Background: an optimization exercise with open tools, aiming at small area, a short achievable clock period and few clock cycles. Do not read the settings as production practice.
Only simulation tests tie the RTL to the original design; equivalence was not proved.

## design/flow/constraint.sdc

```tcl
create_clock -name core_clock -period 8.5 [get_ports {clk}]
set_input_delay 1.7000 -clock core_clock [delete_from_list [all_inputs] [get_ports {clk}]]
set_output_delay 1.7000 -clock core_clock [all_outputs]
set_load 0.01 [all_outputs]
```

## design/flow/design.v

```verilog
`default_nettype none
package plpm_pkg;
	localparam int PIX_W      = 8;
	localparam int PT_W       = 16;
	localparam int REG_POINTS = 6;
	localparam int CNT_W      = 3;
	localparam int IDX_W      = 3;
	localparam logic [PIX_W-1:0] START_POS   = 8'd0;
	localparam logic [PIX_W-1:0] START_LEVEL = 8'd1;
	localparam logic [PIX_W-1:0] END_POS     = 8'd255;
	localparam logic [PIX_W-1:0] END_LEVEL   = 8'd254;
	localparam logic [IDX_W-1:0] REG_COUNT      = 3'd0;
	localparam logic [IDX_W-1:0] REG_POINT0     = 3'd1;
	localparam logic [IDX_W-1:0] REG_POINT_LAST = 3'd6;
endpackage
`default_nettype wire
`default_nettype none
import plpm_pkg::*;
module plpm_queue #(
	parameter int DEPTH = 10
) (
	input  logic             clk,
	input  logic             arst_n,
	input  logic             push,
	input  logic [PIX_W-1:0] din,
	input  logic             pop,
	output logic             vld,
	output logic [PIX_W-1:0] dout
);
	logic [DEPTH-1:0]            full_q;    
	logic [DEPTH-1:0][PIX_W-1:0] ent_q;
	assign vld  = full_q[0];
	assign dout = ent_q[0];
	always_ff @(posedge clk or negedge arst_n) begin
		if (!arst_n) begin
			full_q <= '0;
		end else if (push && !pop) begin
			full_q <= {full_q[DEPTH-2:0], 1'b1};
		end else if (pop && !push) begin
			full_q <= {1'b0, full_q[DEPTH-1:1]};
		end
	end
	always_ff @(posedge clk) begin
		for (int i = 0; i < DEPTH; i++) begin
			if (pop) begin
				if (i == DEPTH - 1) begin
					ent_q[i] <= din;
				end else if (push && !full_q[i+1]) begin
					ent_q[i] <= din;
				end else begin
					ent_q[i] <= ent_q[i+1];
				end
			end else if (push && !full_q[i] && (i == 0 || full_q[i-1])) begin
				ent_q[i] <= din;
			end
		end
	end
endmodule
`default_nettype wire
`default_nettype none
import plpm_pkg::*;
module plpm_datapath #(
	parameter int LAT = 7
) (
	input  logic                        clk,
	input  logic                        arst_n,
	input  logic                        in_vld,
	input  logic [PIX_W-1:0]            in_pix,
	input  logic [6:1]                  nv,
	input  logic [5:0][PIX_W-1:0]       ppos,
	input  logic [5:0][PIX_W-1:0]       plev,
	output logic                        out_vld,
	output logic [PIX_W-1:0]            out_pix
);
	logic [LAT:1] v_q;
	always_ff @(posedge clk or negedge arst_n) begin
		if (!arst_n) begin
			v_q <= '0;
		end else begin
			v_q <= {v_q[LAT-1:1], in_vld};
		end
	end
	assign out_vld = v_q[LAT];
	logic [PIX_W-1:0] b1, bl1, e1, el1;
	plpm_sel u_sel (.a(in_pix), .nv(nv), .ppos(ppos), .plev(plev), .b(b1), .bl(bl1), .e(e1), .el(el1));
	logic [PIX_W-1:0] a2_q, b2_q, bl2_q, e2_q, el2_q;
	always_ff @(posedge clk) begin
		a2_q  <= in_pix;
		b2_q  <= b1;
		bl2_q <= bl1;
		e2_q  <= e1;
		el2_q <= el1;
	end
	logic [PIX_W-1:0] t2, d2, m2, base2;
	plpm_seg u_seg (.a(a2_q), .b(b2_q), .bl(bl2_q), .e(e2_q), .el(el2_q),
		.t(t2), .d(d2), .m(m2), .base(base2));
	logic [PIX_W-1:0] t3_q, m3_q, d3_q, base3_q;
	always_ff @(posedge clk) begin
		t3_q    <= t2;
		m3_q    <= m2;
		d3_q    <= d2;
		base3_q <= base2;
	end
	logic [2*PIX_W-1:0] ys3, yc3;
	plpm_csa u_csa (.t(t3_q), .m(m3_q), .h(d3_q[PIX_W-1:1]), .s(ys3), .c(yc3));
	logic [2*PIX_W-1:0] ys4_q, yc4_q;
	logic [PIX_W-1:0]   d4_q, base4_q;
	always_ff @(posedge clk) begin
		ys4_q   <= ys3;
		yc4_q   <= yc3;
		d4_q    <= d3_q;
		base4_q <= base3_q;
	end
	logic [2*PIX_W-1:0] y5_q;
	logic [PIX_W-1:0]   d5_q, base5_q;
	logic [PIX_W+1:0]   dt5_q;
	always_ff @(posedge clk) begin
		y5_q    <= ys4_q + yc4_q;
		d5_q    <= d4_q;
		dt5_q   <= {2'b0, d4_q} + {1'b0, d4_q, 1'b0};
		base5_q <= base4_q;
	end
	logic [PIX_W-1:0] r_q  [6:8];
	logic [PIX_W-1:0] w_q  [6:8];
	logic [PIX_W-1:0] dv_q [6:8];
	logic [PIX_W+1:0] dt_q [6:8];
	logic [PIX_W-1:0] bs_q [6:8];
	logic [PIX_W-1:0] r_in  [5:7];
	logic [PIX_W-1:0] w_in  [5:7];
	logic [PIX_W-1:0] dv_in [5:7];
	logic [PIX_W+1:0] dt_in [5:7];
	logic [PIX_W-1:0] bs_in [5:7];
	always_comb begin
		r_in[5]  = y5_q[15:8];
		w_in[5]  = y5_q[7:0];
		dv_in[5] = d5_q;
		dt_in[5] = dt5_q;
		bs_in[5] = base5_q;
		for (int s = 6; s <= 7; s++) begin
			r_in[s]  = r_q[s];
			w_in[s]  = w_q[s];
			dv_in[s] = dv_q[s];
			dt_in[s] = dt_q[s];
			bs_in[s] = bs_q[s];
		end
	end
	for (genvar s = 5; s <= 7; s++) begin : g_div
		logic [PIX_W-1:0] rn;
		logic [1:0]       q;
		plpm_div4 u_d (.r(r_in[s]), .bits(w_in[s][7:6]), .d(dv_in[s]), .d3(dt_in[s]), .q(q), .rn(rn));
		always_ff @(posedge clk) begin
			r_q[s+1]  <= rn;
			w_q[s+1]  <= {w_in[s][5:0], q};
			dv_q[s+1] <= dv_in[s];
			dt_q[s+1] <= dt_in[s];
			bs_q[s+1] <= bs_in[s];
		end
	end
	logic [PIX_W-1:0] hi8;
	logic [1:0]       q8;
	logic [PIX_W-1:0] sum8 [4];
	plpm_div4q u_dq (.r(r_q[8]), .bits(w_q[8][7:6]), .d(dv_q[8]), .d3(dt_q[8]), .q(q8));
	always_comb begin
		hi8 = bs_q[8] + {w_q[8][5:0], 2'b00};
		for (int k = 0; k < 4; k++) sum8[k] = hi8 + PIX_W'(k);
	end
	assign out_pix = sum8[q8];
endmodule
module plpm_sel (
	input  logic [PIX_W-1:0]            a,
	input  logic [6:1]                  nv,
	input  logic [5:0][PIX_W-1:0]       ppos,
	input  logic [5:0][PIX_W-1:0]       plev,
	output logic [PIX_W-1:0]            b,
	output logic [PIX_W-1:0]            bl,
	output logic [PIX_W-1:0]            e,
	output logic [PIX_W-1:0]            el
);
	logic [5:0] ge, le;
	logic [6:0] cond, sel;
	logic       sel_end;
	always_comb begin
		for (int i = 0; i < 6; i++) begin
			ge[i] = (a >= ppos[i]);
			le[i] = (a <= ppos[i]);
		end
		cond[0] = !nv[1] || le[0];
		for (int k = 1; k < 6; k++) cond[k] = nv[k] && ge[k-1] && (!nv[k+1] || le[k]);
		cond[6] = nv[6] && ge[5];
		for (int k = 0; k <= 6; k++) begin
			sel[k] = cond[k];
			for (int k2 = k + 1; k2 <= 6; k2++) sel[k] = sel[k] && !cond[k2];
		end
		sel_end = sel[6];
		for (int k = 0; k < 6; k++) sel_end = sel_end || (sel[k] && !nv[k+1]);
		b  = '0;
		bl = {7'd0, sel[0]};
		e  = {PIX_W{sel_end}};
		el = {{(PIX_W-1){sel_end}}, 1'b0};
		for (int k = 1; k <= 6; k++) begin
			b  = b  | (ppos[k-1] & {PIX_W{sel[k]}});
			bl = bl | (plev[k-1] & {PIX_W{sel[k]}});
		end
		for (int k = 0; k < 6; k++) begin
			e  = e  | (ppos[k] & {PIX_W{sel[k] && nv[k+1]}});
			el = el | (plev[k] & {PIX_W{sel[k] && nv[k+1]}});
		end
	end
endmodule
module plpm_seg (
	input  logic [PIX_W-1:0] a,
	input  logic [PIX_W-1:0] b,
	input  logic [PIX_W-1:0] bl,
	input  logic [PIX_W-1:0] e,
	input  logic [PIX_W-1:0] el,
	output logic [PIX_W-1:0] t,
	output logic [PIX_W-1:0] d,
	output logic [PIX_W-1:0] m,
	output logic [PIX_W-1:0] base
);
	logic zero, neg;
	logic [PIX_W:0] dl;
	always_comb begin
		zero = (e == b);
		d    = (e - b) | {7'd0, zero};
		dl   = {1'b0, el} - {1'b0, bl};
		neg  = dl[PIX_W];
		m    = neg ? bl - el : dl[PIX_W-1:0];
		t    = neg ? e - a : a - b;
		base = (neg || zero) ? el : bl;
	end
endmodule
module plpm_csa (
	input  logic [PIX_W-1:0]   t,
	input  logic [PIX_W-1:0]   m,
	input  logic [PIX_W-2:0]   h,
	output logic [2*PIX_W-1:0] s,
	output logic [2*PIX_W-1:0] c
);
	localparam int W = 2 * PIX_W;
	logic [W-1:0] l0 [9];
	logic [W-1:0] l1 [6];
	logic [W-1:0] l2 [4];
	logic [W-1:0] l3 [3];
	function automatic logic [2*W-1:0] csa(input logic [W-1:0] x, input logic [W-1:0] y,
		input logic [W-1:0] z);
		logic [W-1:0] sum, cy;
		sum = x ^ y ^ z;
		cy  = ((x & y) | (x & z) | (y & z)) << 1;
		csa = {cy, sum};
	endfunction
	always_comb begin
		for (int j = 0; j < PIX_W; j++) l0[j] = W'(t & {PIX_W{m[j]}}) << j;
		l0[8] = W'(h);
		for (int g = 0; g < 3; g++) {l1[2*g+1], l1[2*g]} = csa(l0[3*g], l0[3*g+1], l0[3*g+2]);
		for (int g = 0; g < 2; g++) {l2[2*g+1], l2[2*g]} = csa(l1[3*g], l1[3*g+1], l1[3*g+2]);
		{l3[1], l3[0]} = csa(l2[0], l2[1], l2[2]);
		l3[2] = l2[3];
		{c, s} = csa(l3[0], l3[1], l3[2]);
	end
endmodule
module plpm_div4 (
	input  logic [PIX_W-1:0] r,
	input  logic [1:0]       bits,
	input  logic [PIX_W-1:0] d,
	input  logic [PIX_W+1:0] d3,
	output logic [1:0]       q,
	output logic [PIX_W-1:0] rn
);
	logic [PIX_W+1:0] z;
	logic [PIX_W+2:0] z1, z2, z3;
	always_comb begin
		z  = {r, bits};
		z1 = {1'b0, z} - {3'b0, d};
		z2 = {1'b0, z} - {2'b0, d, 1'b0};
		z3 = {1'b0, z} - {1'b0, d3};
		if (!z3[PIX_W+2]) begin
			q = 2'd3; rn = z3[PIX_W-1:0];
		end else if (!z2[PIX_W+2]) begin
			q = 2'd2; rn = z2[PIX_W-1:0];
		end else if (!z1[PIX_W+2]) begin
			q = 2'd1; rn = z1[PIX_W-1:0];
		end else begin
			q = 2'd0; rn = z[PIX_W-1:0];
		end
	end
endmodule
module plpm_div4q (
	input  logic [PIX_W-1:0] r,
	input  logic [1:0]       bits,
	input  logic [PIX_W-1:0] d,
	input  logic [PIX_W+1:0] d3,
	output logic [1:0]       q
);
	logic [PIX_W+1:0] z;
	logic             ge1, ge2, ge3;
	always_comb begin
		z   = {r, bits};
		ge1 = (z >= {2'b0, d});
		ge2 = (z >= {1'b0, d, 1'b0});
		ge3 = (z >= d3);
		q   = ge3 ? 2'd3 : ge2 ? 2'd2 : ge1 ? 2'd1 : 2'd0;
	end
endmodule
`default_nettype wire
`default_nettype none
import plpm_pkg::*;
module piecewise_linear_pixel_map_top (
	input  logic             clk,
	input  logic             arst_n,
	input  logic             s_tvalid,
	output logic             s_tready,
	input  logic [7:0]       s_tdata,     
	output logic             m_tvalid,
	input  logic             m_tready,
	output logic [7:0]       m_tdata,     
	input  logic             cfg_we,
	input  logic [IDX_W-1:0] cfg_addr,
	input  logic [PT_W-1:0]  cfg_wdata
);
	localparam int LAT   = 7;             
	localparam int QD    = LAT + 2;       
	localparam int CR_W  = $clog2(QD + 1);
	logic [6:1]       nv_q;               
	logic [5:0][PIX_W-1:0] ppos_q, plev_q;
	logic [PT_W-1:0]  cfg_d;
	assign cfg_d = cfg_wdata & {PT_W{arst_n}};
	always_ff @(posedge clk) begin
		if (!arst_n || (cfg_we && cfg_addr == REG_COUNT)) begin
			for (int j = 1; j <= 6; j++) nv_q[j] <= (cfg_d[CNT_W-1:0] >= CNT_W'(j));
		end
		for (int i = 0; i < 6; i++) begin
			if (!arst_n || (cfg_we && cfg_addr == IDX_W'(i + 1))) begin
				ppos_q[i] <= cfg_d[PT_W-1:PIX_W];
				plev_q[i] <= cfg_d[PIX_W-1:0];
			end
		end
	end
	logic              acc, pop, push;
	logic [PIX_W-1:0]  res;
	logic [CR_W-1:0]   cr_q, cr_d;
	logic              rdy_q;
	assign acc      = s_tvalid && rdy_q;
	assign s_tready = rdy_q;
	assign pop      = m_tvalid && m_tready;
	assign cr_d     = cr_q + CR_W'(acc) - CR_W'(pop);
	always_ff @(posedge clk or negedge arst_n) begin
		if (!arst_n) begin
			cr_q  <= '0;
			rdy_q <= 1'b0;
		end else begin
			cr_q  <= cr_d;
			rdy_q <= (cr_d < CR_W'(QD));
		end
	end
	plpm_datapath #(.LAT(LAT)) u_dp (
		.clk    (clk),
		.arst_n (arst_n),
		.in_vld (acc),
		.in_pix (s_tdata),
		.nv     (nv_q),
		.ppos   (ppos_q),
		.plev   (plev_q),
		.out_vld(push),
		.out_pix(res)
	);
	plpm_queue #(.DEPTH(QD)) u_q (
		.clk    (clk),
		.arst_n (arst_n),
		.push   (push),
		.din    (res),
		.pop    (pop),
		.vld    (m_tvalid),
		.dout   (m_tdata)
	);
endmodule
`default_nettype wire
```

## design/flow/config.mk

```make
export PLATFORM = sky130hd
export DESIGN_NAME = piecewise_linear_pixel_map_top
export DESIGN_NICKNAME = piecewise_linear_pixel_map_top
export VERILOG_FILES = /design/flow/design.v
export SDC_FILE = /design/flow/constraint.sdc
export NUM_CORES = 4
export LEC_CHECK = 0
export CAP_MARGIN = 20
export CORE_MARGIN = 2
export CORE_UTILIZATION = 55
export CTS_CLUSTER_DIAMETER = 100
export CTS_CLUSTER_SIZE = 20
export SETUP_SLACK_MARGIN = 5.0
export SLEW_MARGIN = 20
```

## design/flow/run.sh

```bash
#!/bin/bash
# synth_recipe.tcl (not shown) runs the flow's synth.tcl, then flattens the netlist and writes it again
# the make line also repeats each setting of config.mk as NAME=value (left out here)
make -C /OpenROAD-flow-scripts/flow DESIGN_CONFIG=/design/flow/config.mk WORK_HOME=/design/flow/orfs CLKGATE_MAP_FILE= SYNTH_SCRIPT=/design/flow/synth_recipe.tcl finish
```

==> out/metrics.csv, run 1 <==
stage,metric,value,unit
floorplanning,DIE AREA,0.0456,sq mm
sta,Fin Hold WS,0.327,ns
worst_setup_path,reg-to-reg critical path startpoint,u_dp.dt_q[8][3],
global_route,first-pass GRT wire length,84600,um
global_route,remaining global-route overflow,0,
synthesis,flip-flop cell with the highest count after synthesis,dfxtp_1,
layout,filler cell count,3575,
drt,remaining design rule violation count,0,
placed_design,placed insts,2794,
global_route,number of antenna violations at the first check in global routing,2,
layout,count of non-filler cells in the finished layout,2874,
cts,H-tree Lvls,1,
worst_setup_path,depth of the worst register-to-register path,14,
synthesis,Yosys warnings,35,
synthesis,syn nets,2544,
drt,first drt pass iteration count,7,
layout,fraction of final layout cells sized beyond drive strength 1,10.4,%
cts,maximum root-to-sink buffer count,3,
synthesis,total standard cell area after synthesis,0.0241,sq mm
flow_run,MaxCap Viol Count,0,
drt,mean number of vias per cell,5.54,
sta,final hold vios,0,
worst_setup_path,critical path class,input pin to flip-flop,
sta,number of slew-limit violations in the final report,0,
min_path,kind of path behind the tightest hold check,flip-flop to flip-flop,
drt,routed wire length,53600,um
global_route,number of global-route vias before repair,16000,
floorplanning,starting density of the core,55.9,%
worst_setup_path,endpoint type of the worst setup path,flip-flop,
cts,clock latency on the worst-skew pair,0.59,ns
min_path,hold-critical path depth,0,
placed_design,global placer's final weighted congestion,0.860,
placed_design,Placed Area,0.0252,sq mm
worst_setup_path,arrival time reported for the critical path endpoint,4.04,ns
floorplanning,IO Count,42,
synthesis,cell accounting for the most synthesized area,dfxtp_1,
synthesis,number of enable flip-flop cells after synthesis,174,
cts,number of clock buffers inserted by TritonCTS,27,
cts,clock sink total,477,
min_path,startpoint of the tightest hold check path,u_dp.base5_q[6],
floorplanning,Core Box Area,0.0432,sq mm
sta,final critical delay including setup and external delays,3.59,ns
cts,Clk Tree Root Cell,clkbuf_16,
synthesis,leading post-synthesis cells by cell area,"dfxtp_1 (23%), edfxtp_1 (22%), ha_1 (13%), fa_1 (5.0%), inv_1 (4.0%)",
sta,final setup fails,0,
floorplanning,width of the chip,213,um
drt,Routed Antenna Nets,0,
worst_setup_path,highest fanout seen on the critical path,18,
layout,area taken by flip-flops and latches,0.0114,sq mm
sta,Setup Total Neg Slack,0,ns
worst_setup_path,slack of the worst reg-to-reg path,4.92,ns
sta,setup repair after global routing missed its margin,true,
worst_setup_path,R2R Path End,u_q.ent_q[55],
cts,clock tree from TritonCTS,done,
layout,post-route cell area,0.0268,sq mm
status,result of the run,timing/DRC/antenna clean,
drt,DR vias,15900,
sta,portion of the clock cycle consumed by the worst path in the final layout,42.3,%
synthesis,sequential-to-total area share from yosys stat,47.2,%
sta,Worst Max-Slew Pin Slew,0.833,ns
sta,Rel. slew slack,44.1,%
synthesis,number of distinct library cells after synthesis,85,
layout,fin nets,2611,
sta,FMAX,278,MHz
synthesis,number of instances in the synthesized netlist,2206,
floorplanning,Die Span Y,213,um
floorplanning,row count,76,
synthesis,number of synthesized register bits,477,
worst_setup_path,Critical Path RT,8.95,ns
layout,combined area of the multi-input logic cells,0.0121,sq mm
layout,Area growth syn-to-layout,11.1,%
global_route,maximum number of pins on one net before global-route repair,46,
synthesis,"Avg Cell Area, Syn",10.9,sq um
placed_design,Detail Placement HPWL,39500,um
drt,Avg WL per Cell,18.6,um
synthesis,fraction of post-synthesis cell area in the top cell type by area,23.4,%
synthesis,most common cell in the netlist,dfxtp_1,
global_route,All-Layer GR Usage,23.8,%
drt,first-iteration detailed-routing DRC count,1065,
placed_design,PortBufs,41,
sta,clock skew after layout,0.0217,ns
synthesis,Post-synth top cells,"dfxtp_1 (282), inv_1 (254), ha_1 (246)",
min_path,Min-Delay Endpoint,u_dp.bs_q[6][6],
cts,CTS clock-pin slew for the worst setup and hold paths,0.08,ns
synthesis,async set-or-reset flop fraction in the synthesized netlist,4.40,%
worst_setup_path,crit start category,input pin,
cell families after synthesis:
logic type	count (synthesis)	synth area share, %
adders and majority gates	306	17.7
buffers and inverters	309	5.17
DFF	477	47.2
xor gates and xnor gates	90	3.36
and+or+nand+nor	492	10.1
AOI/OAI and AO/OA	440	12.4
muxes	92	4.01
registers in the layout (all words and copies together) (netlist names), 9 cells and up:
name	cells
u_dp.yc4_q	14
u_dp.w_q	24
plev_q	48
u_dp.ys4_q	16
u_dp.bs_q	24
u_dp.y5_q	16
u_q.ent_q	72
u_q.full_q	9
u_dp.dt5_q	9
u_dp.dt_q	27
u_dp.r_q	24
u_dp.dv_q	24
ppos_q	48
per-layer routing:
metal	track usage [%]	wire length (um)	vias to the layer above
li1	-	-	7807
met1	32.0	24100	7626
met2	40.4	25500	384
met3	3.13	2330	100
met4	7.28	1670	0
met5	0	0	-
stage by stage:
stage          setup WS (ns)  utilization, %
3_3_place_gp            2.34            58.3
3_5_place_dp            2.24            58.3
6_report                4.91            62.1
4_1_cts                 4.93            61.3
2_1_floorplan           4.60               -
5_1_grt                 4.78            62.1
worst max path at each step:
stage / startpoint / to / slack [ns] / cells after the start
after global placement: s_tdata[0] / u_dp.el2_q[1] / 2.34 / 12
after detailed placement: s_tdata[0] / u_dp.el2_q[3] / 2.24 / 12
after floorplan: s_tdata[0] / u_dp.e2_q[6] / 4.60 / 14
after CTS: u_dp.w_q[8][6] / u_q.ent_q[15] / 4.93 / 16
after global routing: u_dp.w_q[8][6] / u_q.ent_q[55] / 4.78 / 16
final: s_tdata[4] / u_dp.el2_q[3] / 4.91 / 12
repair_timing:
| item | CTS | global route |
|---|---|---|
| cloned | 6 | 0 |
| hold buffers | 0 | 0 |
| pin swaps | 45 | 53 |
| setup endpoints to repair | 78 | 81 |
| hold endpoints to repair | 0 | 0 |
| setup buffers | 21 | 7 |
| resized for setup | 113 | 45 |
worst max-delay path: stages:
cell and delay (ns):
buf_2 0.16, ha_1 0.21, a21o_1 0.17, a21o_1 0.18, a21o_1 0.23, o21ai_2 0.23
buf_4 0.14, nor2_1 0.04, buf_6 0.18, and4_4 0.26, a222oi_1 0.38, nand4_1 0.16
cell type report:
class,instances,area share (%)
Multi-Input combinational cell,1425,45.2
Sequential cell,477,42.5
Inverter,255,3.59
Timing Repair Buffer,87,3.08
Clock buffer,42,2.73
Tap cell,585,2.73
Clock inverter,2,0.0933
Antenna cell,1,0.00933
cells in the final DEF, fill, tap and decap left out, types with 54 or more instances in the layout:
cell / netlist / final
a21oi_1: 81 / 79
ha_1: 246 / 230
xnor2_1: 64 / 61
nor2_1: 93 / 93
nand2_1: 167 / 165
and2_1: 85 / 81
inv_1: 254 / 251
dfxtp_1: 282 / 279
mux2i_1: 54 / 54
fa_1: 60 / 60
edfxtp_1: 174 / 174
o21ai_0: 132 / 123
Testbench counts, summed over its fixed seeds: cycles 131,360.
==> run 2, diff against run 1 <==
--- a/design/flow/config.mk
+++ b/design/flow/config.mk
@@ -8,7 +8,7 @@
 export CAP_MARGIN = 20
 export CORE_MARGIN = 2
 export CORE_UTILIZATION = 55
-export CTS_CLUSTER_DIAMETER = 100
+export CTS_CLUSTER_DIAMETER = 200
 export CTS_CLUSTER_SIZE = 20
 export SETUP_SLACK_MARGIN = 5.0
 export SLEW_MARGIN = 20
==> out/metrics.csv, run 2 <==
stage,metric,value,unit,change
status,result of the run,timing/DRC/antenna clean,,
floorplanning,Die Span Y,213,um,unchanged
layout,"leading cell types in the layout, fill and taps excluded","dfxtp_1 (279), inv_1 (251), ha_1 (229)",,
floorplanning,DIE AREA,0.0456,sq mm,unchanged
synthesis,number of instances in the synthesized netlist,2206,,unchanged
floorplanning,Core Box Area,0.0432,sq mm,unchanged
cts,CTS clock-pin slew for the worst setup and hold paths,0.08,ns,about the same
drt,Routed Antenna Nets,0,,unchanged
worst_setup_path,critical path class,input pin to flip-flop,,
synthesis,sequential-to-total area share from yosys stat,47.2,%,unchanged
worst_setup_path,crit start category,input pin,,
global_route,first-pass GRT wire length,84300,um,-0.37%
layout,max reg flops,72,,unchanged
placed_design,global placer's final weighted congestion,0.860,,unchanged
cts,clock sink total,477,,unchanged
drt,routed wire length,54000,um,+0.77%
synthesis,most common cell in the netlist,dfxtp_1,,
layout,largest register by flop count,u_q.ent_q,,
sta,Fin Hold WS,0.322,ns,-0.00450 ns
synthesis,Yosys warnings,35,,unchanged
sta,number of slew-limit violations in the final report,0,,unchanged
layout,largest registers ranked by flip-flop count,"u_q.ent_q: 72 flops, plev_q: 48 flops, ppos_q: 48 flops",,
sta,final critical delay including setup and external delays,3.63,ns,+0.0384 ns
drt,Avg WL per Cell,18.7,um,+0.49%
sta,Worst Max-Slew Pin Slew,0.822,ns,-0.0114 ns
floorplanning,starting density of the core,55.9,%,unchanged
placed_design,post-placement worst setup slack,2.24,ns,unchanged
flow_run,MaxCap Viol Count,0,,unchanged
placed_design,PortBufs,41,,unchanged
synthesis,total standard cell area after synthesis,0.0241,sq mm,unchanged
floorplanning,IO Count,42,,unchanged
layout,fin nets,2621,,+0.38%
sta,setup repair after global routing missed its margin,true,,
cts,total of hold buffers inserted after clock tree synthesis,0,,unchanged
worst_setup_path,Critical Path RT,9.02,ns,+0.07 ns
worst_setup_path,arrival time reported for the critical path endpoint,4.15,ns,+0.11 ns
synthesis,number of distinct library cells after synthesis,85,,unchanged
sta,worst setup margin,4.87,ns,-0.0384 ns
layout,fraction of final layout cells sized beyond drive strength 1,11.1,%,+0.66 points
synthesis,syn nets,2544,,unchanged
sta,Rel. slew slack,44.8,%,+0.77 points
cts,clock tree from TritonCTS,done,,
global_route,maximum number of pins on one net before global-route repair,46,,unchanged
global_route,number of antenna violations at the first check in global routing,1,,-1
drt,mean number of vias per cell,5.57,,+0.51%
sta,Setup Total Neg Slack,0,ns,unchanged
layout,most frequent standard cell in the layout excluding fill and tap cells,dfxtp_1,,
drt,DR vias,16000,,+0.79%
layout,filler cell count,3565,,-0.28%
drt,first-iteration detailed-routing DRC count,1148,,+7.8%
synthesis,number of enable flip-flop cells after synthesis,174,,unchanged
synthesis,cell accounting for the most synthesized area,dfxtp_1,,
layout,Area growth syn-to-layout,11.7,%,
worst_setup_path,endpoint type of the worst setup path,flip-flop,,
cts,maximum root-to-sink buffer count,3,,unchanged
floorplanning,width of the chip,213,um,unchanged
synthesis,leading post-synthesis cells by cell area,"dfxtp_1 (23%), edfxtp_1 (22%), ha_1 (13%), fa_1 (5.0%), inv_1 (4.0%)",,
worst_setup_path,highest fanout seen on the critical path,8,,-10
global_route,All-Layer GR Usage,23.7,%,-0.17 points
sta,final hold vios,0,,unchanged
sta,clock skew after layout,0.0177,ns,-0.00395 ns
cts,number of clock buffers inserted by TritonCTS,27,,unchanged
synthesis,"Avg Cell Area, Syn",10.9,sq um,unchanged
min_path,kind of path behind the tightest hold check,flip-flop to flip-flop,,
placed_design,Detail Placement HPWL,39500,um,unchanged
cts,clock latency on the worst-skew pair,0.59,ns,about the same
layout,post-route cell area,0.0269,sq mm,+0.51%
layout,Antenna Diode Count,0,,-1
synthesis,fraction of post-synthesis cell area in the top cell type by area,23.4,%,unchanged
sta,FMAX,275,MHz,-1.1%
floorplanning,row count,76,,unchanged
cts,H-tree Lvls,1,,unchanged
synthesis,Post-synth top cells,"dfxtp_1 (282), inv_1 (254), ha_1 (246)",,
placed_design,Placed Area,0.0252,sq mm,unchanged
global_route,remaining global-route overflow,0,,unchanged
sta,portion of the clock cycle consumed by the worst path in the final layout,42.7,%,+0.45 points
drt,first drt pass iteration count,7,,unchanged
synthesis,flip-flop cell with the highest count after synthesis,dfxtp_1,,
cts,Clk Tree Root Cell,clkbuf_16,,
synthesis,number of synthesized register bits,477,,unchanged
synthesis,async set-or-reset flop fraction in the synthesized netlist,4.40,%,unchanged
sta,final setup fails,0,,unchanged
drt,remaining design rule violation count,0,,unchanged
global_route,number of global-route vias before repair,16000,,-0.087%
## run 2: cells by family after synthesis
family | Yosys count | share of synthesized area, %
compound gates | 440 | 12.4
fa+ha+maj | 306 | 17.7
buf+inv | 309 | 5.17
xor+xnor | 90 | 3.36
flops | 477 | 47.2
mux | 92 | 4.01
simple gates | 492 | 10.1
## run 2: worst max-delay path: stages
cell	delay (ns)
buf_8	0.08
clkinvlp_4	0.14
buf_12	0.18
ha_4	0.16
nor2b_4	0.11
o21a_1	0.13
o21ai_1	0.06
a211oi_2	0.36
o211ai_4	0.16
buf_6	0.15
nor4b_4	0.25
buf_4	0.17
and2_4	0.28
a22oi_2	0.11
nand4_1	0.09
## run 2: final cells by class
class                           instances  area (sq um)  area share, %
Multi-Input combinational cell       1427         12200           45.2
Sequential cell                       477         11400           42.3
Inverter                              255           963           3.58
Timing Repair Buffer                   95           920           3.41
Tap cell                              585           732           2.72
Clock buffer                           41           728           2.70
Clock inverter                          2          25.0         0.0929
## run 2: path summary, 6_finish.rpt
path / slack [ns] / start / end / cells after the start
setup reg to reg: 4.94 / u_dp.w_q[8][6] / u_q.ent_q[55] / 16
hold / removal: 0.32 / u_dp.y5_q[4] / u_dp.w_q[6][6] / 0
max in group asynchronous: 7.00 / arst_n / cr_q[2] / 2
min in group asynchronous: 1.15 / arst_n / u_q.full_q[0] / 2
setup / recovery: 4.87 / s_tdata[0] / u_dp.el2_q[7] / 15
hold reg to reg: 0.32 / u_dp.y5_q[4] / u_dp.w_q[6][6] / 0
## run 2: metrics by stage
stage	util (%)	std cells
2_1_floorplan	-	2206
3_3_place_gp	58.3	2794
3_5_place_dp	58.3	2794
4_1_cts	61.2	2862
5_1_grt	62.4	2882
6_report	62.4	2882
## run 2: what timing repair did
item,in CTS,in global routing
cloned,5,4
buffers inserted,20,15
endpoints found under the setup margin,78,81
resized for setup,109,59
pin swaps,47,73
## run 2: layer usage
metal,global-route usage [%],up-vias,routed length (um)
li1,-,7839,-
met1,31.8,7755,24300
met2,40.5,361,26000
met3,2.83,88,2310
met4,6.90,0,1480
met5,0,-,0
==> run 3, diff against run 2 <==
--- a/design/flow/config.mk
+++ b/design/flow/config.mk
@@ -8,7 +8,7 @@
 export CAP_MARGIN = 20
 export CORE_MARGIN = 2
 export CORE_UTILIZATION = 55
-export CTS_CLUSTER_DIAMETER = 200
-export CTS_CLUSTER_SIZE = 20
+export CTS_CLUSTER_DIAMETER = 150
+export CTS_CLUSTER_SIZE = 16
 export SETUP_SLACK_MARGIN = 5.0
 export SLEW_MARGIN = 20
==> out/metrics.csv, run 3 <==
stage,metric,value,unit,change
status,result of the run,timing/DRC/antenna clean,,
global_route,All-Layer GR Usage,23.8,%,+0.17 points
synthesis,number of instances in the synthesized netlist,2206,,unchanged
sta,setup repair after global routing missed its margin,true,,
min_path,kind of path behind the tightest hold check,flip-flop to flip-flop,,
layout,utilization after layout,63.1,%,+0.72 points
placed_design,Detail Placement HPWL,39500,um,unchanged
worst_setup_path,slack of the worst reg-to-reg path,4.94,ns,about the same
drt,first-iteration detailed-routing DRC count,1029,,-10%
worst_setup_path,highest fanout seen on the critical path,8,,unchanged
layout,fin nets,2630,,+0.34%
layout,filler cell count,3533,,-0.90%
worst_setup_path,critical path class,input pin to flip-flop,,
cts,total of hold buffers inserted after clock tree synthesis,0,,unchanged
sta,Setup Total Neg Slack,0,ns,unchanged
worst_setup_path,start point of the critical path,s_tdata[0],,
sta,worst setup margin,4.88,ns,+0.0119 ns
layout,fraction of final layout cells sized beyond drive strength 1,11.4,%,+0.29 points
placed_design,post-placement worst setup slack,2.24,ns,unchanged
placed_design,PortBufs,41,,unchanged
drt,remaining design rule violation count,0,,unchanged
global_route,remaining global-route overflow,0,,unchanged
placed_design,global placer's final weighted congestion,0.860,,unchanged
sta,final setup fails,0,,unchanged
global_route,global routing usage on met2,40.6,%,+0.16 points
worst_setup_path,R2R Path End,u_q.ent_q[15],,
drt,first drt pass iteration count,5,,-2
cts,clock sink total,477,,unchanged
cts,maximum root-to-sink buffer count,3,,unchanged
synthesis,syn nets,2544,,unchanged
layout,combined area of the multi-input logic cells,0.0122,sq mm,+0.17%
worst_setup_path,Critical Path RT,8.98,ns,-0.04 ns
worst_setup_path,cell-by-cell trace of the critical path,"buf_8, clkinvlp_4, buf_12, ha_4, nand2b_4, a21oi_1, o21a_1, o21a_4, o211ai_4, buf_4, nor3_4, and2_4, nand2_1, nand4_1",,
synthesis,Post-synth top cells,"dfxtp_1 (282), inv_1 (254), ha_1 (246)",,
sta,Worst Max-Slew Pin Slew,0.797,ns,-0.0243 ns
layout,area taken by flip-flops and latches,0.0114,sq mm,unchanged
floorplanning,IO Count,42,,unchanged
layout,largest registers ranked by flip-flop count,"u_q.ent_q: 72 flops, plev_q: 48 flops, ppos_q: 48 flops",,
global_route,maximum number of pins on one net before global-route repair,46,,unchanged
worst_setup_path,cell at the slowest stage of the critical path,nor3_4,,
layout,Area growth syn-to-layout,12.9,%,
synthesis,flip-flop cell with the highest count after synthesis,dfxtp_1,,
cts,H-tree Lvls,2,,+1
layout,"leading cell types in the layout, fill and taps excluded","dfxtp_1 (279), inv_1 (251), ha_1 (226)",,
layout,largest register by flop count,u_q.ent_q,,
global_route,number of global-route vias before repair,16000,,-0.050%
layout,most frequent standard cell in the layout excluding fill and tap cells,dfxtp_1,,
synthesis,fraction of post-synthesis cell area in the top cell type by area,23.4,%,unchanged
placed_design,placed insts,2794,,unchanged
cts,CTS clock-pin slew for the worst setup and hold paths,0.07,ns,about the same
global_route,Global Route met3 Usage,3.19,%,+0.37 points
global_route,met1 Track Usage GR,31.7,%,-0.067 points
synthesis,cell accounting for the most synthesized area,dfxtp_1,,
worst_setup_path,arrival time reported for the critical path endpoint,4.10,ns,-0.05 ns
cts,number of clock buffers inserted by TritonCTS,35,,+30%
layout,max reg flops,72,,unchanged
flow_run,MaxCap Viol Count,0,,unchanged
synthesis,number of distinct library cells after synthesis,85,,unchanged
global_route,busiest metal layer after global routing,met2,,
floorplanning,starting density of the core,55.9,%,unchanged
cts,Clk Tree Root Cell,clkbuf_16,,
sta,portion of the clock cycle consumed by the worst path in the final layout,42.6,%,-0.14 points
synthesis,most common cell in the netlist,dfxtp_1,,
sta,final hold vios,0,,unchanged
floorplanning,width of the chip,213,um,unchanged
cts,clock tree from TritonCTS,done,,
cts,clock latency on the worst-skew pair,0.58,ns,about the same
sta,clock skew after layout,0.0446,ns,+0.0269 ns
floorplanning,row count,76,,unchanged
worst_setup_path,reg-to-reg critical path startpoint,u_dp.w_q[8][6],,
drt,mean number of vias per cell,5.52,,-0.89%
floorplanning,Core Box Area,0.0432,sq mm,unchanged
synthesis,number of enable flip-flop cells after synthesis,174,,unchanged
synthesis,total standard cell area after synthesis,0.0241,sq mm,unchanged
sta,Rel. slew slack,46.6,%,+1.8 points
layout,count of non-filler cells in the finished layout,2895,,+0.45%
worst_setup_path,Setup crit end,u_dp.el2_q[7],,
synthesis,sequential-to-total area share from yosys stat,47.2,%,unchanged
worst_setup_path,endpoint type of the worst setup path,flip-flop,,
floorplanning,DIE AREA,0.0456,sq mm,unchanged
synthesis,number of synthesized register bits,477,,unchanged
worst_setup_path,crit start category,input pin,,
sta,FMAX,276,MHz,+0.33%
global_route,first-pass GRT wire length,84300,um,about the same
synthesis,Yosys warnings,35,,unchanged
min_path,hold-critical path depth,0,,unchanged
synthesis,leading post-synthesis cells by cell area,"dfxtp_1 (23%), edfxtp_1 (22%), ha_1 (13%), fa_1 (5.0%), inv_1 (4.0%)",,
floorplanning,Die Span Y,213,um,unchanged
synthesis,async set-or-reset flop fraction in the synthesized netlist,4.40,%,unchanged
global_route,number of antenna violations at the first check in global routing,1,,unchanged
sta,number of slew-limit violations in the final report,0,,unchanged
drt,DR vias,16000,,-0.44%
worst_setup_path,Critical Path Max Stage Delay,0.32,ns,-0.04 ns
synthesis,"Avg Cell Area, Syn",10.9,sq um,unchanged
drt,routed wire length,54000,um,about the same
drt,Routed Antenna Nets,0,,unchanged
worst_setup_path,depth of the worst register-to-register path,16,,unchanged
drt,Avg WL per Cell,18.6,um,-0.47%
sta,final critical delay including setup and external delays,3.62,ns,-0.0119 ns
run 3: layout make-up:
class | count | area share [%]
Antenna cell | 1 | 0.00918
Clock buffer | 51 | 3.51
Clock inverter | 3 | 0.110
Inverter | 255 | 3.53
Multi-Input combinational cell | 1426 | 44.8
Sequential cell | 477 | 41.8
Tap cell | 585 | 2.69
Timing Repair Buffer | 97 | 3.57
run 3: how the worst min path moves through the flow:
| stage | start | endpoint | slack, ns |
|---|---|---|---|
| after floorplan | u_dp.base3_q[0] | u_dp.base4_q[0] | 0.31 |
| after global placement | u_dp.base3_q[4] | u_dp.base4_q[4] | 0.31 |
| after detailed placement | u_dp.base3_q[2] | u_dp.base4_q[2] | 0.31 |
| after CTS | u_dp.bs_q[7][4] | u_dp.bs_q[8][4] | 0.32 |
| after global routing | u_dp.bs_q[7][6] | u_dp.bs_q[8][6] | 0.33 |
| final | u_dp.bs_q[7][4] | u_dp.bs_q[8][4] | 0.32 |
run 3: logic make-up after synthesis:
logic type,synth area share (%)
AND/OR/NAND/NOR,10.1
flip-flops,47.2
AO/OA/AOI/OAI,12.4
buffers and inverters,5.17
adder cells (fa/ha/maj),17.7
multiplexers,4.01
XOR/XNOR,3.36
run 3: worst max-delay path: cells and delay by family:
kind / cells / cell delay, ns
and+or+nand+nor: 5 / 0.93
AOI/OAI and AO/OA: 4 / 0.67
buffers and inverters: 4 / 0.57
adders and majority gates: 1 / 0.23
run 3: metal layers:
| metal | part of all wire [%] | vias up |
|---|---|---|
| li1 | - | 7849 |
| met1 | 45 | 7642 |
| met2 | 48 | 376 |
| met3 | 4.4 | 105 |
| met4 | 2.8 | 0 |
| met5 | 0 | - |
run 3: timing repair:
| action | in CTS | in global routing |
|---|---|---|
| buffers inserted | 19 | 16 |
| resized for setup | 119 | 54 |
| endpoints found under the setup margin | 78 | 83 |
| cloned | 5 | 6 |
| pin swaps | 61 | 46 |
run 3: metrics by stage:
stage          area [sq um]  hold WS, ns
4_1_cts               26700        0.322
5_1_grt               27300        0.326
3_5_place_dp          25200        0.312
2_1_floorplan         24200        0.310
3_3_place_gp          25200        0.310
6_report              27300        0.319
==> run 4, diff against run 3 <==
--- a/design/flow/config.mk
+++ b/design/flow/config.mk
@@ -8,7 +8,5 @@
 export CAP_MARGIN = 20
 export CORE_MARGIN = 2
 export CORE_UTILIZATION = 55
-export CTS_CLUSTER_DIAMETER = 150
-export CTS_CLUSTER_SIZE = 16
 export SETUP_SLACK_MARGIN = 5.0
 export SLEW_MARGIN = 20
==> out/metrics.csv, run 4 <==
stage,metric,value,unit,change
worst_setup_path,cell-by-cell trace of the critical path,"inv_2, ha_4, nand2b_4, a21o_1, a21o_1, a221oi_2, o21a_2, inv_4, ha_4, a21o_1, and4_1, or3b_4, a31oi_4, buf_12, xnor2_2, mux2_4",,
synthesis,total standard cell area after synthesis,0.0241,sq mm,unchanged
synthesis,cell accounting for the most synthesized area,dfxtp_1,,
drt,Routed Antenna Nets,0,,unchanged
cts,H-tree Lvls,2,,unchanged
placed_design,Placed Area,0.0252,sq mm,unchanged
placed_design,global placer's final weighted congestion,0.860,,unchanged
synthesis,combinational family with the most area after synthesis,adder cells,,
layout,largest registers ranked by flip-flop count,"u_q.ent_q: 72 flops, plev_q: 48 flops, ppos_q: 48 flops",,
worst_setup_path,endpoint type of the worst setup path,flip-flop,,
layout,max reg flops,72,,unchanged
synthesis,most common cell in the netlist,dfxtp_1,,
layout,fin nets,2634,,+0.15%
sta,final hold vios,0,,unchanged
worst_setup_path,highest fanout seen on the critical path,4,,-4
layout,"leading cell types in the layout, fill and taps excluded","dfxtp_1 (279), inv_1 (251), ha_1 (227)",,
global_route,remaining global-route overflow,0,,unchanged
worst_setup_path,crit start category,flip-flop,,
layout,post-route cell area,0.0278,sq mm,+2.2%
worst_setup_path,Critical Path Max Stage Delay,0.41,ns,+0.09 ns
sta,Rel. slew slack,46.7,%,about the same
sta,number of slew-limit violations in the final report,0,,unchanged
sta,final critical delay including setup and external delays,3.60,ns,-0.0146 ns
placed_design,Detail Placement HPWL,39500,um,unchanged
synthesis,flip-flop cell with the highest count after synthesis,dfxtp_1,,
synthesis,number of distinct library cells after synthesis,85,,unchanged
cts,CTS clock-pin slew for the worst setup and hold paths,0.06,ns,about the same
global_route,first-pass GRT wire length,85600,um,+1.6%
cts,clock latency on the worst-skew pair,0.60,ns,+0.02 ns
synthesis,"Avg Cell Area, Syn",10.9,sq um,unchanged
cts,clock sink total,477,,unchanged
sta,Worst Max-Slew Pin Slew,0.794,ns,-0.00323 ns
worst_setup_path,total buffers and inverters traversed by the critical path,3,,-1
layout,largest register by flop count,u_q.ent_q,,
floorplanning,DIE AREA,0.0456,sq mm,unchanged
synthesis,leading post-synthesis cells by cell area,"dfxtp_1 (23%), edfxtp_1 (22%), ha_1 (13%), fa_1 (5.0%), inv_1 (4.0%)",,
drt,Avg WL per Cell,18.5,um,-0.57%
worst_setup_path,cell at the slowest stage of the critical path,or3b_4,,
sta,Setup Total Neg Slack,0,ns,unchanged
floorplanning,row count,76,,unchanged
drt,mean number of vias per cell,5.50,,-0.30%
cts,number of clock buffers inserted by TritonCTS,50,,+43%
global_route,number of antenna violations at the first check in global routing,2,,+1
floorplanning,Die Span Y,213,um,unchanged
synthesis,fraction of post-synthesis cell area in the top cell type by area,23.4,%,unchanged
status,result of the run,timing/DRC/antenna clean,,
worst_setup_path,arrival time reported for the critical path endpoint,3.94,ns,-0.16 ns
cts,maximum root-to-sink buffer count,3,,unchanged
placed_design,PortBufs,41,,unchanged
synthesis,Post-synth top cells,"dfxtp_1 (282), inv_1 (254), ha_1 (246)",,
cts,clock tree from TritonCTS,done,,
layout,area taken by flip-flops and latches,0.0114,sq mm,unchanged
floorplanning,Core Box Area,0.0432,sq mm,unchanged
worst_setup_path,"CP delay by family, top",compound AO/OA/AOI/OAI gates,,
sta,clock skew after layout,0.0318,ns,-0.0129 ns
floorplanning,IO Count,42,,unchanged
drt,first drt pass iteration count,5,,unchanged
sta,setup repair after global routing missed its margin,true,,
synthesis,xor and xnor fraction of the mapped netlist area,3.36,%,unchanged
cts,Clk Tree Root Cell,clkbuf_16,,
global_route,number of global-route vias before repair,16300,,+1.7%
synthesis,post-synthesis compound-gate area fraction,12.4,%,unchanged
sta,FMAX,277,MHz,+0.40%
synthesis,area share of fa/ha/maj cells after synthesis,17.7,%,unchanged
synthesis,simple-gate share of the synthesized area,10.1,%,unchanged
synthesis,number of instances in the synthesized netlist,2206,,unchanged
drt,first-iteration detailed-routing DRC count,1187,,+15%
flow_run,MaxCap Viol Count,0,,unchanged
global_route,All-Layer GR Usage,24.2,%,+0.40 points
synthesis,Yosys warnings,35,,unchanged
drt,remaining design rule violation count,0,,unchanged
layout,fraction of final layout cells sized beyond drive strength 1,12.7,%,+1.3 points
sta,final setup fails,0,,unchanged
synthesis,number of enable flip-flop cells after synthesis,174,,unchanged
worst_setup_path,critical path class,flip-flop to flip-flop,,
layout,combined area of the multi-input logic cells,0.0121,sq mm,-0.51%
global_route,maximum number of pins on one net before global-route repair,46,,unchanged
min_path,kind of path behind the tightest hold check,flip-flop to flip-flop,,
drt,routed wire length,54200,um,+0.39%
synthesis,number of synthesized register bits,477,,unchanged
floorplanning,starting density of the core,55.9,%,unchanged
synthesis,sequential-to-total area share from yosys stat,47.2,%,unchanged
floorplanning,width of the chip,213,um,unchanged
drt,DR vias,16100,,+0.66%
layout,Antenna Diode Count,0,,-1
worst_setup_path,crit-path most repeated cell,a21o_1,,
synthesis,syn nets,2544,,unchanged
layout,most frequent standard cell in the layout excluding fill and tap cells,dfxtp_1,,
synthesis,mux cell area share after synthesis,4.01,%,unchanged
layout,Area growth syn-to-layout,15.4,%,
sta,portion of the clock cycle consumed by the worst path in the final layout,42.4,%,-0.17 points
layout,filler cell count,3430,,-2.9%
worst_setup_path,Critical Path RT,8.84,ns,-0.14 ns
sta,Fin Hold WS,0.320,ns,+0.00122 ns
synthesis,async set-or-reset flop fraction in the synthesized netlist,4.40,%,unchanged
-- run 4: worst paths after layout --
| kind | depth (start not counted) | slack (ns) | to | from |
|---|---|---|---|---|
| worst max-delay path | 16 | 4.90 | u_q.ent_q[47] | u_dp.w_q[8][6] |
| worst min-delay path | 0 | 0.32 | u_dp.w_q[6][7] | u_dp.y5_q[5] |
| worst max register to register | 16 | 4.90 | u_q.ent_q[47] | u_dp.w_q[8][6] |
| worst min register to register | 0 | 0.32 | u_dp.w_q[6][7] | u_dp.y5_q[5] |
| max in group asynchronous | 2 | 6.98 | cr_q[2] | arst_n |
| min in group asynchronous | 2 | 1.16 | u_dp.v_q[7] | arst_n |
-- run 4: worst register-to-register path, stage by stage, from the launching register on --
cell	delay (ns)
dfxtp_2	0.35
inv_2	0.05
ha_4	0.20
nand2b_4	0.13
a21o_1	0.15
a21o_1	0.20
a221oi_2	0.23
o21a_2	0.25
inv_4	0.06
ha_4	0.25
a21o_1	0.12
and4_1	0.23
or3b_4	0.41
a31oi_4	0.17
buf_12	0.15
xnor2_2	0.12
mux2_4	0.31
-- run 4: logic make-up (layout without fill, tap and decap cells) --
family / count (synthesis) / in the layout
and+or+nand+nor: 492 / 496
DFF: 477 / 477
AOI/OAI and AO/OA: 440 / 440
buffers and inverters: 309 / 436
adders and majority gates: 306 / 306
muxes: 92 / 92
xor gates and xnor gates: 90 / 91
-- run 4: stage by stage --
stage / utilization, % / worst slack, ns / std cells
floorplan: - / 4.60 / 2206
global placement: 58.3 / 2.34 / 2794
detailed placement: 58.3 / 2.24 / 2794
CTS: 63.9 / 4.91 / 2917
global route: 64.5 / 4.74 / 2923
finish: 64.5 / 4.90 / 2923
-- run 4: repair_timing --
item                                    4_1_cts  5_1_grt
pin swaps                                    49       49
gates resized for setup                     117       45
setup buffers                                22        5
endpoints found under the setup margin       78       82
hold buffers                                  0        0
cloned                                        7        1
-- run 4: metal layers --
layer	global-route usage, %	wire length, um	up-vias
li1	-	-	7888
met1	32.0	24100	7662
met2	40.4	25700	404
met3	3.69	2600	124
met4	9.32	1810	0
met5	0	0	-
-- run 4: final cells by class --
cell class                 count  area share, %
clock buffer                  65           5.18
clock inverter                29           1.16
inverter                     255           3.46
multi-input combinational   1425           43.6
sequential                   477           40.9
tap                          585           2.63
timing repair buffer          87           3.06
==> run 5, diff against run 4 <==
--- a/design/flow/config.mk
+++ b/design/flow/config.mk
@@ -7,6 +7,8 @@
 export LEC_CHECK = 0
 export CAP_MARGIN = 20
 export CORE_MARGIN = 2
-export CORE_UTILIZATION = 55
+export CORE_UTILIZATION = 68
+export CTS_CLUSTER_DIAMETER = 100
+export CTS_CLUSTER_SIZE = 20
 export SETUP_SLACK_MARGIN = 5.0
 export SLEW_MARGIN = 20
==> out/metrics.csv, run 5 <==
stage,metric,value,unit,change
synthesis,post-synthesis compound-gate area fraction,12.4,%,unchanged
synthesis,area share of fa/ha/maj cells after synthesis,17.7,%,unchanged
drt,Avg WL per Cell,19.7,um,+6.4%
placed_design,PortBufs,41,,unchanged
layout,filler cell count,2251,,-34%
cts,Clk Tree Root Cell,clkbuf_16,,
drt,first-iteration detailed-routing DRC count,1190,,+0.25%
worst_setup_path,slack of the worst reg-to-reg path,4.83,ns,-0.07 ns
global_route,remaining global-route overflow,0,,unchanged
global_route,number of antenna violations at the first check in global routing,2,,unchanged
floorplanning,starting density of the core,69.5,%,+14 points
global_route,All-Layer GR Usage,29.1,%,+4.9 points
synthesis,number of instances in the synthesized netlist,2206,,unchanged
synthesis,total standard cell area after synthesis,0.0241,sq mm,unchanged
floorplanning,row count,68,,-11%
sta,FMAX,265,MHz,-4.6%
placed_design,Placed Area,0.0250,sq mm,-0.75%
sta,portion of the clock cycle consumed by the worst path in the final layout,44.4,%,+2.0 points
sta,final setup fails,0,,unchanged
layout,max reg flops,72,,unchanged
synthesis,sequential-to-total area share from yosys stat,47.2,%,unchanged
synthesis,fraction of post-synthesis cell area in the top cell type by area,23.4,%,unchanged
sta,clock skew after layout,0.0153,ns,-0.0165 ns
sta,number of slew-limit violations in the final report,0,,unchanged
layout,"leading cell types in the layout, fill and taps excluded","dfxtp_1 (281), inv_1 (251), ha_1 (231)",,
global_route,number of global-route vias before repair,16400,,+0.54%
sta,Rel. slew slack,42.9,%,-3.7 points
sta,Fin Hold WS,0.325,ns,+0.00468 ns
worst_setup_path,Critical Path Max Stage Delay,0.39,ns,-0.02 ns
synthesis,number of distinct library cells after synthesis,85,,unchanged
layout,post-route cell area,0.0268,sq mm,-3.8%
synthesis,combinational family with the most area after synthesis,adder cells,,
cts,clock tree from TritonCTS,done,,
cts,clock latency on the worst-skew pair,0.58,ns,-0.02 ns
worst_setup_path,crit start category,input pin,,
synthesis,Yosys warnings,35,,unchanged
drt,mean number of vias per cell,5.98,,+8.6%
cts,number of clock buffers inserted by TritonCTS,27,,-46%
synthesis,flip-flop cell with the highest count after synthesis,dfxtp_1,,
cts,H-tree Lvls,1,,-1
drt,Routed Antenna Nets,0,,unchanged
worst_setup_path,highest fanout seen on the critical path,18,,+14
drt,first drt pass iteration count,8,,+3
worst_setup_path,critical path class,input pin to flip-flop,,
sta,final hold vios,0,,unchanged
floorplanning,Die Span Y,192,um,-9.9%
floorplanning,Core Box Area,0.0347,sq mm,-20%
layout,Area growth syn-to-layout,11.0,%,
worst_setup_path,cell-by-cell trace of the critical path,"buf_8, clkinvlp_4, buf_6, ha_4, nand2b_4, a21oi_2, o21a_1, o21ai_1, buf_4, and3_2, a222oi_1, nand4_1",,
synthesis,syn nets,2544,,unchanged
flow_run,MaxCap Viol Count,0,,unchanged
drt,routed wire length,54300,um,+0.11%
drt,remaining design rule violation count,0,,unchanged
layout,largest registers ranked by flip-flop count,"u_q.ent_q: 72 flops, plev_q: 48 flops, ppos_q: 48 flops",,
cts,maximum root-to-sink buffer count,3,,unchanged
sta,Worst Max-Slew Pin Slew,0.853,ns,+0.0586 ns
synthesis,"Avg Cell Area, Syn",10.9,sq um,unchanged
worst_setup_path,cell at the slowest stage of the critical path,and3_2,,
synthesis,xor and xnor fraction of the mapped netlist area,3.36,%,unchanged
synthesis,cell accounting for the most synthesized area,dfxtp_1,,
placed_design,global placer's final weighted congestion,0.939,,+9.2%
worst_setup_path,endpoint type of the worst setup path,flip-flop,,
layout,most frequent standard cell in the layout excluding fill and tap cells,dfxtp_1,,
cts,clock sink total,477,,unchanged
status,result of the run,timing/DRC/antenna clean,,
synthesis,simple-gate share of the synthesized area,10.1,%,unchanged
synthesis,Post-synth top cells,"dfxtp_1 (282), inv_1 (254), ha_1 (246)",,
synthesis,most common cell in the netlist,dfxtp_1,,
global_route,maximum number of pins on one net before global-route repair,46,,unchanged
sta,setup repair after global routing missed its margin,true,,
synthesis,number of synthesized register bits,477,,unchanged
placed_design,Detail Placement HPWL,38600,um,-2.3%
floorplanning,DIE AREA,0.0370,sq mm,-19%
layout,fin nets,2618,,-0.61%
synthesis,number of enable flip-flop cells after synthesis,174,,unchanged
floorplanning,IO Count,42,,unchanged
layout,Antenna Diode Count,0,,unchanged
min_path,kind of path behind the tightest hold check,flip-flop to flip-flop,,
worst_setup_path,Critical Path RT,8.92,ns,+0.08 ns
drt,DR vias,16400,,+2.3%
floorplanning,width of the chip,192,um,-9.9%
cts,CTS clock-pin slew for the worst setup and hold paths,0.08,ns,+0.02 ns
sta,Setup Total Neg Slack,0,ns,unchanged
synthesis,leading post-synthesis cells by cell area,"dfxtp_1 (23%), edfxtp_1 (22%), ha_1 (13%), fa_1 (5.0%), inv_1 (4.0%)",,
sta,final critical delay including setup and external delays,3.78,ns,+0.172 ns
worst_setup_path,arrival time reported for the critical path endpoint,4.19,ns,+0.25 ns
layout,largest register by flop count,u_q.ent_q,,
synthesis,async set-or-reset flop fraction in the synthesized netlist,4.40,%,unchanged
synthesis,mux cell area share after synthesis,4.01,%,unchanged
layout,fraction of final layout cells sized beyond drive strength 1,11.0,%,-1.7 points
global_route,first-pass GRT wire length,84500,um,-1.3%
## run 5: layout make-up
class	instances	area [sq um]	area share [%]
Timing Repair Buffer	94	936	3.49
Inverter	255	963	3.60
Multi-Input combinational cell	1425	12200	45.4
Clock buffer	43	736	2.75
Clock inverter	2	25.0	0.0934
Sequential cell	477	11400	42.5
Tap cell	455	569	2.12
## run 5: cells by family (layout without fill, tap and decap cells)
family	count (synthesis)	in the layout
DFF	477	477
buffers and inverters	309	394
muxes	92	92
AOI/OAI and AO/OA	440	441
adders and majority gates	306	306
xor gates and xnor gates	90	91
and+or+nand+nor	492	495
## run 5: final timing paths
path,start,endpoint,cells past startpoint
max,s_tdata[0],u_dp.e2_q[1],12
min,u_dp.bs_q[6][3],u_dp.bs_q[7][3],0
max reg2reg,u_dp.w_q[8][6],u_q.ent_q[55],15
min reg2reg,u_dp.bs_q[6][3],u_dp.bs_q[7][3],0
max in group asynchronous,arst_n,u_dp.v_q[5],1
min in group asynchronous,arst_n,u_dp.v_q[1],1
## run 5: through the flow
step                worst slack (ns)  cells  utilization [%]
floorplan                       4.60   2206                -
global placement                2.54   2660             72.0
detailed placement              2.41   2660             72.0
CTS                             4.85   2738             76.4
global route                    4.72   2751             77.2
finish                          4.72   2751             77.2
## run 5: worst max-delay path: cells and delay by family
family,cells,cell delay [ns]
AOI/OAI and AO/OA,4,0.80
buffers and inverters,4,0.75
and+or+nand+nor,3,0.73
adders and majority gates,1,0.20
## run 5: metal layers
metal / part of all wire, % / GRT usage (%)
met1: 43 / 38.4
met2: 49 / 50.5
met3: 6.0 / 3.86
met4: 2.7 / 8.51
met5: 0.024 / 0
## run 5: what timing repair did
| item | 4_1_cts | 5_1_grt |
|---|---|---|
| pin swaps | 55 | 50 |
| hold buffers | 0 | 0 |
| buffers inserted | 26 | 11 |
| endpoints found under the setup margin | 88 | 63 |
| gates resized for setup | 133 | 29 |
| gates cloned | 7 | 2 |
==> run 6, diff against run 5 <==
--- a/design/flow/config.mk
+++ b/design/flow/config.mk
@@ -7,8 +7,8 @@
 export LEC_CHECK = 0
 export CAP_MARGIN = 20
 export CORE_MARGIN = 2
-export CORE_UTILIZATION = 68
+export CORE_UTILIZATION = 55
 export CTS_CLUSTER_DIAMETER = 100
 export CTS_CLUSTER_SIZE = 20
-export SETUP_SLACK_MARGIN = 5.0
+export SETUP_SLACK_MARGIN = 4.5
 export SLEW_MARGIN = 20
==> out/metrics.csv, run 6 <==
stage,metric,value,unit,change
status,result of the run,timing/DRC/antenna clean,,
worst_setup_path,critical path class,input pin to flip-flop,,
cts,clock tree from TritonCTS,done,,
layout,max reg flops,72,,unchanged
sta,Setup Total Neg Slack,0,ns,unchanged
sta,final setup fails,0,,unchanged
worst_setup_path,arrival time reported for the critical path endpoint,4.42,ns,+0.23 ns
sta,final hold vios,0,,unchanged
cts,CTS clock-pin slew for the worst setup and hold paths,0.09,ns,about the same
worst_setup_path,Critical Path RT,8.95,ns,+0.03 ns
global_route,maximum number of pins on one net before global-route repair,46,,unchanged
drt,Avg WL per Cell,18.4,um,-6.7%
min_path,kind of path behind the tightest hold check,flip-flop to flip-flop,,
global_route,first-pass GRT wire length,83500,um,-1.2%
drt,remaining design rule violation count,0,,unchanged
synthesis,Post-synth top cells,"dfxtp_1 (282), inv_1 (254), ha_1 (246)",,
layout,most frequent standard cell in the layout excluding fill and tap cells,dfxtp_1,,
synthesis,Yosys warnings,35,,unchanged
layout,fraction of final layout cells sized beyond drive strength 1,6.59,%,-4.4 points
global_route,number of antenna violations at the first check in global routing,3,,+1
layout,fin nets,2586,,-1.2%
layout,largest registers ranked by flip-flop count,"u_q.ent_q: 72 flops, plev_q: 48 flops, ppos_q: 48 flops",,
drt,DR vias,15700,,-4.2%
worst_setup_path,endpoint type of the worst setup path,flip-flop,,
sta,final critical delay including setup and external delays,3.97,ns,+0.190 ns
drt,first-iteration detailed-routing DRC count,1029,,-14%
floorplanning,width of the chip,213,um,+11%
floorplanning,Core Box Area,0.0432,sq mm,+24%
sta,setup repair after global routing missed its margin,true,,
drt,Routed Antenna Nets,0,,unchanged
floorplanning,starting density of the core,55.9,%,-14 points
layout,"leading cell types in the layout, fill and taps excluded","dfxtp_1 (282), inv_1 (253), ha_1 (246)",,
cts,Clk Tree Root Cell,clkbuf_16,,
synthesis,sequential-to-total area share from yosys stat,47.2,%,unchanged
layout,Area growth syn-to-layout,8.06,%,
drt,routed wire length,52400,um,-3.4%
global_route,remaining global-route overflow,0,,unchanged
synthesis,number of instances in the synthesized netlist,2206,,unchanged
worst_setup_path,crit start category,input pin,,
synthesis,fraction of post-synthesis cell area in the top cell type by area,23.4,%,unchanged
synthesis,total standard cell area after synthesis,0.0241,sq mm,unchanged
sta,Worst Max-Slew Pin Slew,0.846,ns,-0.00657 ns
synthesis,leading post-synthesis cells by cell area,"dfxtp_1 (23%), edfxtp_1 (22%), ha_1 (13%), fa_1 (5.0%), inv_1 (4.0%)",,
synthesis,"Avg Cell Area, Syn",10.9,sq um,unchanged
cts,clock sink total,477,,unchanged
layout,filler cell count,3689,,+64%
synthesis,most common cell in the netlist,dfxtp_1,,
synthesis,cell accounting for the most synthesized area,dfxtp_1,,
sta,Fin Hold WS,0.329,ns,+0.00450 ns
placed_design,global placer's final weighted congestion,0.884,,-5.8%
synthesis,number of distinct library cells after synthesis,85,,unchanged
floorplanning,DIE AREA,0.0456,sq mm,+23%
layout,largest register by flop count,u_q.ent_q,,
synthesis,flip-flop cell with the highest count after synthesis,dfxtp_1,,
synthesis,number of enable flip-flop cells after synthesis,174,,unchanged
worst_setup_path,slack of the worst reg-to-reg path,4.67,ns,-0.16 ns
synthesis,syn nets,2544,,unchanged
drt,mean number of vias per cell,5.53,,-7.5%
global_route,number of global-route vias before repair,15500,,-5.0%
placed_design,Detail Placement HPWL,39900,um,+3.4%
sta,portion of the clock cycle consumed by the worst path in the final layout,46.7,%,+2.2 points
flow_run,MaxCap Viol Count,0,,unchanged
cts,maximum root-to-sink buffer count,3,,unchanged
==> run 6: cell counts after synthesis <==
No cell type changed its count.
==> run 6: path summary, 6_finish.rpt <==
| check | from | endpoint | cells after the start |
|---|---|---|---|
| setup / recovery | s_tdata[7] | u_dp.e2_q[3] | 11 |
| max in group asynchronous | arst_n | cr_q[3] | 1 |
| setup reg to reg | u_dp.w_q[8][6] | u_q.ent_q[15] | 15 |
| hold reg to reg | u_dp.base4_q[1] | u_dp.base5_q[1] | 0 |
| hold / removal | u_dp.base4_q[1] | u_dp.base5_q[1] | 0 |
| min in group asynchronous | arst_n | u_q.full_q[0] | 1 |
==> run 6: cell type report <==
type	count	area (sq um)	share of cell area (%)
Clock buffer	41	728	2.79
Tap cell	585	732	2.81
Timing Repair Buffer	65	607	2.33
Multi-Input combinational cell	1422	11600	44.6
Clock inverter	2	25.0	0.0960
Antenna cell	1	2.50	0.00960
Sequential cell	477	11400	43.7
Inverter	255	957	3.67
==> run 6: cells by family after synthesis <==
group | Yosys count | share of synthesized area, %
AOI/OAI and AO/OA | 440 | 12.4
and+or+nand+nor | 492 | 10.1
DFF | 477 | 47.2
xor gates and xnor gates | 90 | 3.36
muxes | 92 | 4.01
adders and majority gates | 306 | 17.7
buffers and inverters | 309 | 5.17
==> run 6: layer usage <==
metal / up-vias / routed length, um / GRT usage (%)
met4: 0 / 1460 / 6.59
met1: 7557 / 24100 / 32.9
met2: 349 / 24500 / 38.8
met3: 86 / 2410 / 2.27
met5: - / 0 / 0
li1: 7753 / - / -
==> run 6: worst max-delay path, stage by stage <==
cell	delay, ns
dlygate4sd2_1	0.38
ha_1	0.40
nand2_1	0.09
o21ai_2	0.19
nor2_1	0.08
a211oi_2	0.35
nor2_1	0.09
buf_4	0.22
and4_4	0.30
a222oi_1	0.42
nand4_1	0.17
==> run 6: stage by stage <==
step	utilization (%)	cell area, sq um	cells	setup WS [ns]
floorplan	-	24100	2206	4.51
global placement	58.1	25100	2793	2.30
detailed placement	58.1	25100	2793	2.18
CTS	60.2	26000	2845	4.47
global route	60.4	26100	2847	4.47
finish	60.4	26100	2848	4.53
==> run 6: repair_timing <==
item / in CTS / in global routing
hold endpoints to repair: 0 / 0
pin swaps: 8 / 7
buffers inserted: 7 / 2
endpoints found under the setup margin: 40 / 54
gates resized for setup: 28 / 14
cloned: 2 / 0

==> separate check: timing with driven ports <==
Ports are ideal in the flow. The routed layouts listed here were re-timed in OpenROAD.
Step 1 assumes that a clkbuf_16 drives the clock port and a buf_2 every other input.
Step 2 moves the port delays by t, midway between the first and last clock arrival at a register: inputs arrive t later, outputs are due t later. That takes back most of the time a late clock gives input paths.
Three values: ideal, step 1, step 2; two values: the first two.
| run | t, ns | setup slack, ns | worst setup path after step 2 | pins driven straight from the clock port |
|---|---|---|---|---|
| run 1 | 0.639 | 4.907 / 4.921 / 4.282 | input to register | 1 |
| run 2 | 0.643 | 4.869 / 4.874 / 4.231 | input to register | 1 |
| run 3 | 0.607 | 4.881 / 4.886 / 4.279 | input to register | 1 |
| run 4 | 0.635 | 4.895 / 4.895 / 4.268 | input to register | 1 |
| run 5 | 0.627 | 4.723 / 4.730 / 4.103 | input to register | 1 |
| run 6 | 0.644 | 4.533 / 4.575 / 3.931 | input to register | 1 |
After both steps every run listed still meets setup and hold. For run 2, which loses most, drivers alone change the setup slack by +0.005 ns; drivers and shift together by -0.638 ns.
